Source: an optimization exercise on an open RTL-to-GDS flow (aim: small area, a short achievable clock period and few clock cycles per item). Production flows keep margins and buffers that such runs may drop. RTL that was checked went through simulation tests only; none was proved equivalent to the original.

==> flow/design.v <==
`timescale 1ns/1ns
`default_nettype none
package mdPkg;
  localparam int XLen = 32;
  localparam logic [2:0] opMul    = 3'b000;
  localparam logic [2:0] opMulh   = 3'b001;
  localparam logic [2:0] opMulhsu = 3'b010;
  localparam logic [2:0] opMulhu  = 3'b011;
  localparam logic [2:0] opDiv    = 3'b100;
  localparam logic [2:0] opDivu   = 3'b101;
  localparam logic [2:0] opRem    = 3'b110;
  localparam logic [2:0] opRemu   = 3'b111;
endpackage
`default_nettype wire
`timescale 1ns/1ns
`default_nettype none
import mdPkg::*;
module multDivUnit (
  input  logic        clk,
  input  logic        reset,
  input  logic [2:0]  reqOp,
  input  logic [31:0] reqLOp,
  input  logic [31:0] reqROp,
  input  logic        reqValid,
  output logic        reqCredit,
  output logic [31:0] respResult,
  output logic        respDivByZero,
  output logic        respDivOverflow,
  output logic        respValid,
  input  logic        respCredit
);
  localparam logic [2:0] sGrant = 3'd0;   
  localparam logic [2:0] sWait  = 3'd1;   
  localparam logic [2:0] sPrep  = 3'd2;   
  localparam logic [2:0] sMul   = 3'd3;   
  localparam logic [2:0] sDiv   = 3'd4;   
  localparam logic [2:0] sCorr  = 3'd5;   
  localparam logic [2:0] sHold  = 3'd6;   
  localparam logic [2:0] sRfix  = 3'd7;   
  logic [2:0]  state;
  logic [1:0]  respCnt;
  logic [33:0] A;
  logic [34:0] H;
  logic [31:0] Lo;
  logic [4:0]  count;
  logic [5:0]  lzR;
  logic        isRem;
  logic        negR;
  logic        divAdd;
  logic        corr;
  logic        selLo;
  logic        dbz;
  logic        ovf;
  logic        yOne0;
  logic        yTwo0;
  logic        yInv0;
  logic        yOne1;
  logic        yTwo1;
  logic        yInv1;
  logic        yCin;
  logic        divMode;
  logic        divSub;
  logic        inv0;
  logic        cin0;
  function automatic logic [5:0] clz32(input logic [31:0] v);
    logic [15:0] v16;
    logic [7:0]  v8;
    logic [3:0]  v4;
    logic [1:0]  v2;
    logic        z16;
    logic        z8;
    logic        z4;
    logic        z2;
    z16 = (v[31:16] == 16'd0);
    v16 = z16 ? v[15:0] : v[31:16];
    z8  = (v16[15:8] == 8'd0);
    v8  = z8 ? v16[7:0] : v16[15:8];
    z4  = (v8[7:4] == 4'd0);
    v4  = z4 ? v8[3:0] : v8[7:4];
    z2  = (v4[3:2] == 2'd0);
    v2  = z2 ? v4[1:0] : v4[3:2];
    if (v == 32'd0) clz32 = 6'd32;
    else clz32 = {1'b0, z16, z8, z4, z2, ~v2[1]};
  endfunction
  function automatic logic [2:0] booth(input logic b1, input logic b0, input logic bm);
    booth = {b0 ^ bm, (b1 & ~b0 & ~bm) | (~b1 & b0 & bm), b1};
  endfunction
  logic        inDiv;
  logic        inSgnDiv;
  logic        inNegL;
  logic        inNegR;
  logic        inLZero;
  logic [5:0]  inLzL;
  logic [5:0]  inLzR;
  logic [2:0]  inBooth0;
  logic [2:0]  inBooth1;
  assign inDiv    = reqOp[2];
  assign inSgnDiv = reqOp[2] & ~reqOp[0];
  assign inNegL   = inSgnDiv & reqLOp[31];
  assign inNegR   = inSgnDiv & reqROp[31];
  assign inLZero  = inLzL[5] & ~inNegL;
  assign inLzL    = clz32(reqLOp ^ {32{inNegL}});
  assign inLzR    = clz32(reqROp ^ {32{inNegR}});
  assign inBooth0 = booth(reqROp[1], reqROp[0], 1'b0);
  assign inBooth1 = booth(reqROp[3], reqROp[2], reqROp[1]);
  logic [2:0]  nextBooth0;
  logic [2:0]  nextBooth1;
  assign nextBooth0 = booth(Lo[5], Lo[4], Lo[3]);
  assign nextBooth1 = booth(Lo[7], Lo[6], Lo[5]);
  logic [1:0] respCntNext;
  logic       avail;
  assign respCntNext = respCnt + {1'b0, respCredit} - {1'b0, respValid};
  assign avail       = (respCntNext != 2'd0);
  logic [36:0] aExt;
  logic [36:0] xVal;
  logic [36:0] yVal0;
  logic [36:0] yVal1;
  logic [36:0] csaS;
  logic [36:0] csaC;
  logic [36:0] sum;
  assign aExt  = {{3{A[33]}}, A};
  assign xVal  = {{2{H[34]}}, H};
  assign divSub = divMode & H[34];
  assign inv0   = yInv0 ^ divSub;
  assign cin0   = yCin ^ divSub;
  assign yVal0  = (({37{yOne0}} & aExt) | ({37{yTwo0}} & {aExt[35:0], 1'b0})) ^ {37{inv0}};
  assign yVal1 = (({37{yOne1}} & {aExt[34:0], 2'b0}) | ({37{yTwo1}} & {aExt[33:0], 3'b0})) ^ {37{yInv1}};
  assign csaS  = xVal ^ yVal0 ^ yVal1;
  assign csaC  = (xVal & yVal0) | (xVal & yVal1) | (yVal0 & yVal1);
  prefixAdd #(.N(37)) i_add (
    .a   (csaS),
    .b   ({csaC[35:0], yInv1}),
    .cin (cin0),
    .s   (sum)
  );
  logic [6:0] shAmt;
  logic       skipDiv;
  logic       qBit;
  logic       fixNeed;
  logic       divNegL;
  logic [4:0] inLzLc;
  assign divNegL = divAdd ^ negR;
  assign qBit    = ~(sum[36] ^ negR);
  assign fixNeed = isRem ? negR : divAdd;
  assign inLzLc  = (inLzL == 6'd32) ? 5'd31 : inLzL[4:0];
  assign shAmt   = {2'b0, count} + {6'd0, negR} - {1'b0, lzR};
  assign skipDiv = dbz | shAmt[6];
  logic       lastStep;
  logic [2:0] nextState;
  logic       respNow;
  logic       corrMul;
  logic       corrDiv;
  assign lastStep = (count == 5'd0);
  always_comb begin
    nextState = state;
    respNow   = 1'b0;
    corrMul   = 1'b0;
    corrDiv   = 1'b0;
    case (state)
      sGrant: begin
        nextState = sWait;
      end
      sWait: begin
        if (reqValid) begin
          nextState = inDiv ? sPrep : sMul;
        end
      end
      sPrep: begin
        if (!skipDiv) nextState = sDiv;
        else respNow = 1'b1;
      end
      sMul: begin
        if (lastStep) begin
          if (corr) begin
            nextState = sCorr;
            corrMul   = 1'b1;
          end else begin
            respNow = 1'b1;
          end
        end
      end
      sDiv: begin
        if (lastStep) begin
          if (isRem && !qBit) begin
            nextState = sRfix;
          end else if (fixNeed) begin
            nextState = sCorr;
            corrDiv   = ~isRem;
          end else begin
            respNow = 1'b1;
          end
        end
      end
      sRfix: begin
        if (negR) nextState = sCorr;
        else respNow = 1'b1;
      end
      default: begin   
        respNow = 1'b1;
      end
    endcase
    if (respNow) nextState = avail ? sGrant : sHold;
  end
  always_ff @(posedge clk) begin
    if (reset) begin
      divMode   <= 1'b0;
      state     <= sGrant;
      respCnt   <= 2'd0;
      reqCredit <= 1'b0;
      respValid <= 1'b0;
    end else begin
      divMode   <= ((state == sPrep) && !skipDiv) || ((state == sDiv) && (!lastStep || (isRem && !qBit)));
      state     <= nextState;
      respCnt   <= respCntNext;
      reqCredit <= (state == sGrant);
      respValid <= respNow && avail;
    end
  end
  always_ff @(posedge clk) begin
    {yOne0, yTwo0, yInv0, yCin} <= 4'b0000;
    {yOne1, yTwo1, yInv1}       <= 3'b000;
    case (state)
      sWait: begin
        if (reqValid) begin
          if (inDiv) begin
            yInv0 <= inNegR;
          end else begin
            {yOne0, yTwo0, yInv0} <= inBooth0;
            yCin                  <= inBooth0[0];
            {yOne1, yTwo1, yInv1} <= inBooth1;
          end
        end
      end
      sPrep: begin
        if (!skipDiv) {yOne0, yInv0, yCin} <= {1'b1, ~divNegL, ~divNegL};
      end
      sMul: begin
        if (!lastStep) begin
          {yOne0, yTwo0, yInv0} <= nextBooth0;
          yCin                  <= nextBooth0[0];
          {yOne1, yTwo1, yInv1} <= nextBooth1;
        end else if (corr) begin
          yOne0 <= 1'b1;                           
        end
      end
      sDiv: begin
        if (!lastStep) begin
          {yOne0, yInv0, yCin} <= {1'b1, ~divNegL, ~divNegL};
        end else if (!isRem) begin
          if (fixNeed) {yOne0, yInv0, yCin} <= 3'b111;    
        end else if (!qBit) begin
          {yOne0, yInv0, yCin} <= {1'b1, ~divNegL, ~divNegL};
        end else begin
          yCin <= negR;                                   
        end
      end
      sRfix: begin
        yCin <= negR;                                     
      end
      default: begin
      end
    endcase
  end
  always_ff @(posedge clk) begin
    case (state)
      sWait: begin
        if (reqValid) H <= {{3{inNegR}}, reqROp} & {35{inDiv}};
        else H <= sum[34:0];
      end
      sMul: begin
        H <= {{2{sum[36]}}, sum[36:4]};
      end
      sDiv: begin
        if (lastStep && !isRem) H <= '0;
        else H <= sum[34:0];
      end
      default: begin
        H <= sum[34:0];
      end
    endcase
  end
  always_ff @(posedge clk) begin
    case (state)
      sWait: begin
        if (reqValid) begin
          A      <= {{2{reqLOp[31] & (inNegL | reqOp == opMulh | reqOp == opMulhsu)}}, reqLOp};
          Lo     <= reqROp;
          count  <= inDiv ? inLzLc : 5'd7;
          lzR    <= inLzR;
          isRem  <= reqOp[1];
          negR   <= inNegR;
          divAdd <= inNegL ^ inNegR;
          corr   <= ~reqOp[2] & reqOp[1] & reqROp[31];
          selLo  <= (reqOp == opMul) | (reqOp[2:1] == 2'b10);
          dbz    <= inDiv & inLZero;
          ovf    <= inLzL[5] & inNegL & (reqROp == 32'h8000_0000);
        end
      end
      sPrep: begin
        A     <= A << shAmt[4:0];
        count <= shAmt[4:0];
        if (skipDiv) selLo <= 1'b1;
        if (!(skipDiv && isRem)) Lo <= {32{dbz}};
      end
      sMul: begin
        Lo    <= {sum[3:0], Lo[31:4]};
        count <= count - 5'd1;
      end
      sDiv: begin
        Lo    <= {Lo[30:0], qBit};
        count <= count - 5'd1;
        if (lastStep) begin
          if (!isRem) begin
            A <= {2'b0, Lo[30:0], qBit};
            if (fixNeed) selLo <= 1'b0;
          end
        end else begin
          A <= {A[33], A[33:1]};
        end
      end
      default: begin
      end
    endcase
  end
  assign respResult      = selLo ? Lo : H[31:0];
  assign respDivByZero   = dbz;
  assign respDivOverflow = ovf;
endmodule
module prefixAdd #(
  parameter int N = 35
) (
  input  logic [N-1:0] a,
  input  logic [N-1:0] b,
  input  logic         cin,
  output logic [N-1:0] s
);
  localparam int L = $clog2(N + 1);
  logic [N:0] g [0:L];
  logic [N:0] p [0:L];
  assign g[0] = {a & b, cin};
  assign p[0] = {a ^ b, 1'b0};
  for (genvar l = 1; l <= L; l++) begin : g_level
    for (genvar i = 0; i <= N; i++) begin : g_bit
      if (i >= (1 << (l - 1))) begin : g_merge
        assign g[l][i] = g[l-1][i] | (p[l-1][i] & g[l-1][i - (1 << (l - 1))]);
        assign p[l][i] = p[l-1][i] & p[l-1][i - (1 << (l - 1))];
      end else begin : g_pass
        assign g[l][i] = g[l-1][i];
        assign p[l][i] = p[l-1][i];
      end
    end
  end
  assign s = p[0][N:1] ^ g[L][N-1:0];
endmodule
`default_nettype wire
clock: 6.0 ns
lec_check: 0
cap_margin: 20
core_margin: 2
core_utilization: 40
setup_slack_margin: 1.5
slew_margin: 20
standard.sh (not shown) runs the stock make flow with config.mk's settings and CLKGATE_MAP_FILE= SYNTH_SCRIPT=/design/flow/synth_recipe.tcl, a recipe that flattens the netlist after the stock synthesis.
==> flow/flow/run.sh <==
#!/bin/bash
set -o pipefail
export BUFFER_PORTS_ARGS="-buffer_cell sky130_fd_sc_hd__buf_1"
bash standard.sh > standard.log 2>&1
Next try:
--- a/flow/design.v
+++ b/flow/design.v
@@ -62,6 +62,7 @@
   logic        divSub;
   logic        inv0;
   logic        cin0;
+  logic        qFix;
   function automatic logic [5:0] clz32(input logic [31:0] v);
     logic [15:0] v16;
     logic [7:0]  v8;
@@ -122,7 +123,7 @@
   assign xVal  = {{2{H[34]}}, H};
   assign divSub = divMode & H[34];
   assign inv0   = yInv0 ^ divSub;
-  assign cin0   = yCin ^ divSub;
+  assign cin0   = yCin ^ divSub ^ (qFix & Lo[0]);
   assign yVal0  = (({37{yOne0}} & aExt) | ({37{yTwo0}} & {aExt[35:0], 1'b0})) ^ {37{inv0}};
   assign yVal1 = (({37{yOne1}} & {aExt[34:0], 2'b0}) | ({37{yTwo1}} & {aExt[33:0], 3'b0})) ^ {37{yInv1}};
   assign csaS  = xVal ^ yVal0 ^ yVal1;
@@ -204,6 +205,7 @@
   always_ff @(posedge clk) begin
     if (reset) begin
       divMode   <= 1'b0;
+      qFix      <= 1'b0;
       state     <= sGrant;
       respCnt   <= 2'd0;
       reqCredit <= 1'b0;
@@ -211,6 +213,7 @@
     end else begin
       divMode   <= ((state == sPrep) && !skipDiv) || ((state == sDiv) && (!lastStep || (isRem && !qBit)));
       state     <= nextState;
+      qFix      <= (state == sDiv) && lastStep && !isRem && fixNeed;
       respCnt   <= respCntNext;
       reqCredit <= (state == sGrant);
       respValid <= respNow && avail;
@@ -311,7 +314,7 @@
         count <= count - 5'd1;
         if (lastStep) begin
           if (!isRem) begin
-            A <= {2'b0, Lo[30:0], qBit};
+            A <= {2'b0, Lo[30:0], 1'b0};
             if (fixNeed) selLo <= 1'b0;
           end
         end else begin
Effect:
- The changed run finished with timing, DRC and antenna clean
- final area came out lower by 0.55%
- utilization came out lower by 0.36 points
- worst setup slack gets worse by 19 ps
- routed wire length came out higher by 2.3%
- critical path depth does not change
- hold slack gets better by 22 ps
- maximum frequency came out lower by 0.44%
- cell count barely changes
- via count came out higher by 3.2%
- clock skew came out lower by 4.0 ps
- clock-buffer cell count came out higher by 2
Testbench counts after the change, summed over its fixed seeds: cycles 34,639, ops 3,200.
Function not checked in the first run of this note: the RTL went through the layout flow alone.

-- static timing again, ports no longer ideal --
In the flow no input, the clock included, has a driving cell. The finished layouts below were timed again as built, in two steps.
Step 1 sets driving cells, clkbuf_16 on the clock port and buf_2 on the other inputs (assumed; they add their load-dependent delay and slew).
Step 2 adds t to the input delays and takes it off the output delays; t is the mean of the earliest and latest rising clock arrival at the registers after step 1. Input paths then give back, and output paths get back, about the clock's delay inside the block.
a / b / c = no drivers / after step 1 / after step 2; a / b = the first two.
run | shift t [ns] | slack for setup (ns) | hold WS [ns] | cell pins on the clock port's net
the first run | 0.500 | 1.629 / 1.629 / 1.391 | 0.657 / 0.657 / 0.657 | 1
the second run | 0.488 | 1.610 / 1.610 / 1.337 | 0.679 / 0.679 / 0.679 | 1
After both steps setup and hold are still met in every run listed. For the second run, which loses most, drivers alone change the setup slack by 0.000 ns; drivers and shift together by -0.273 ns.
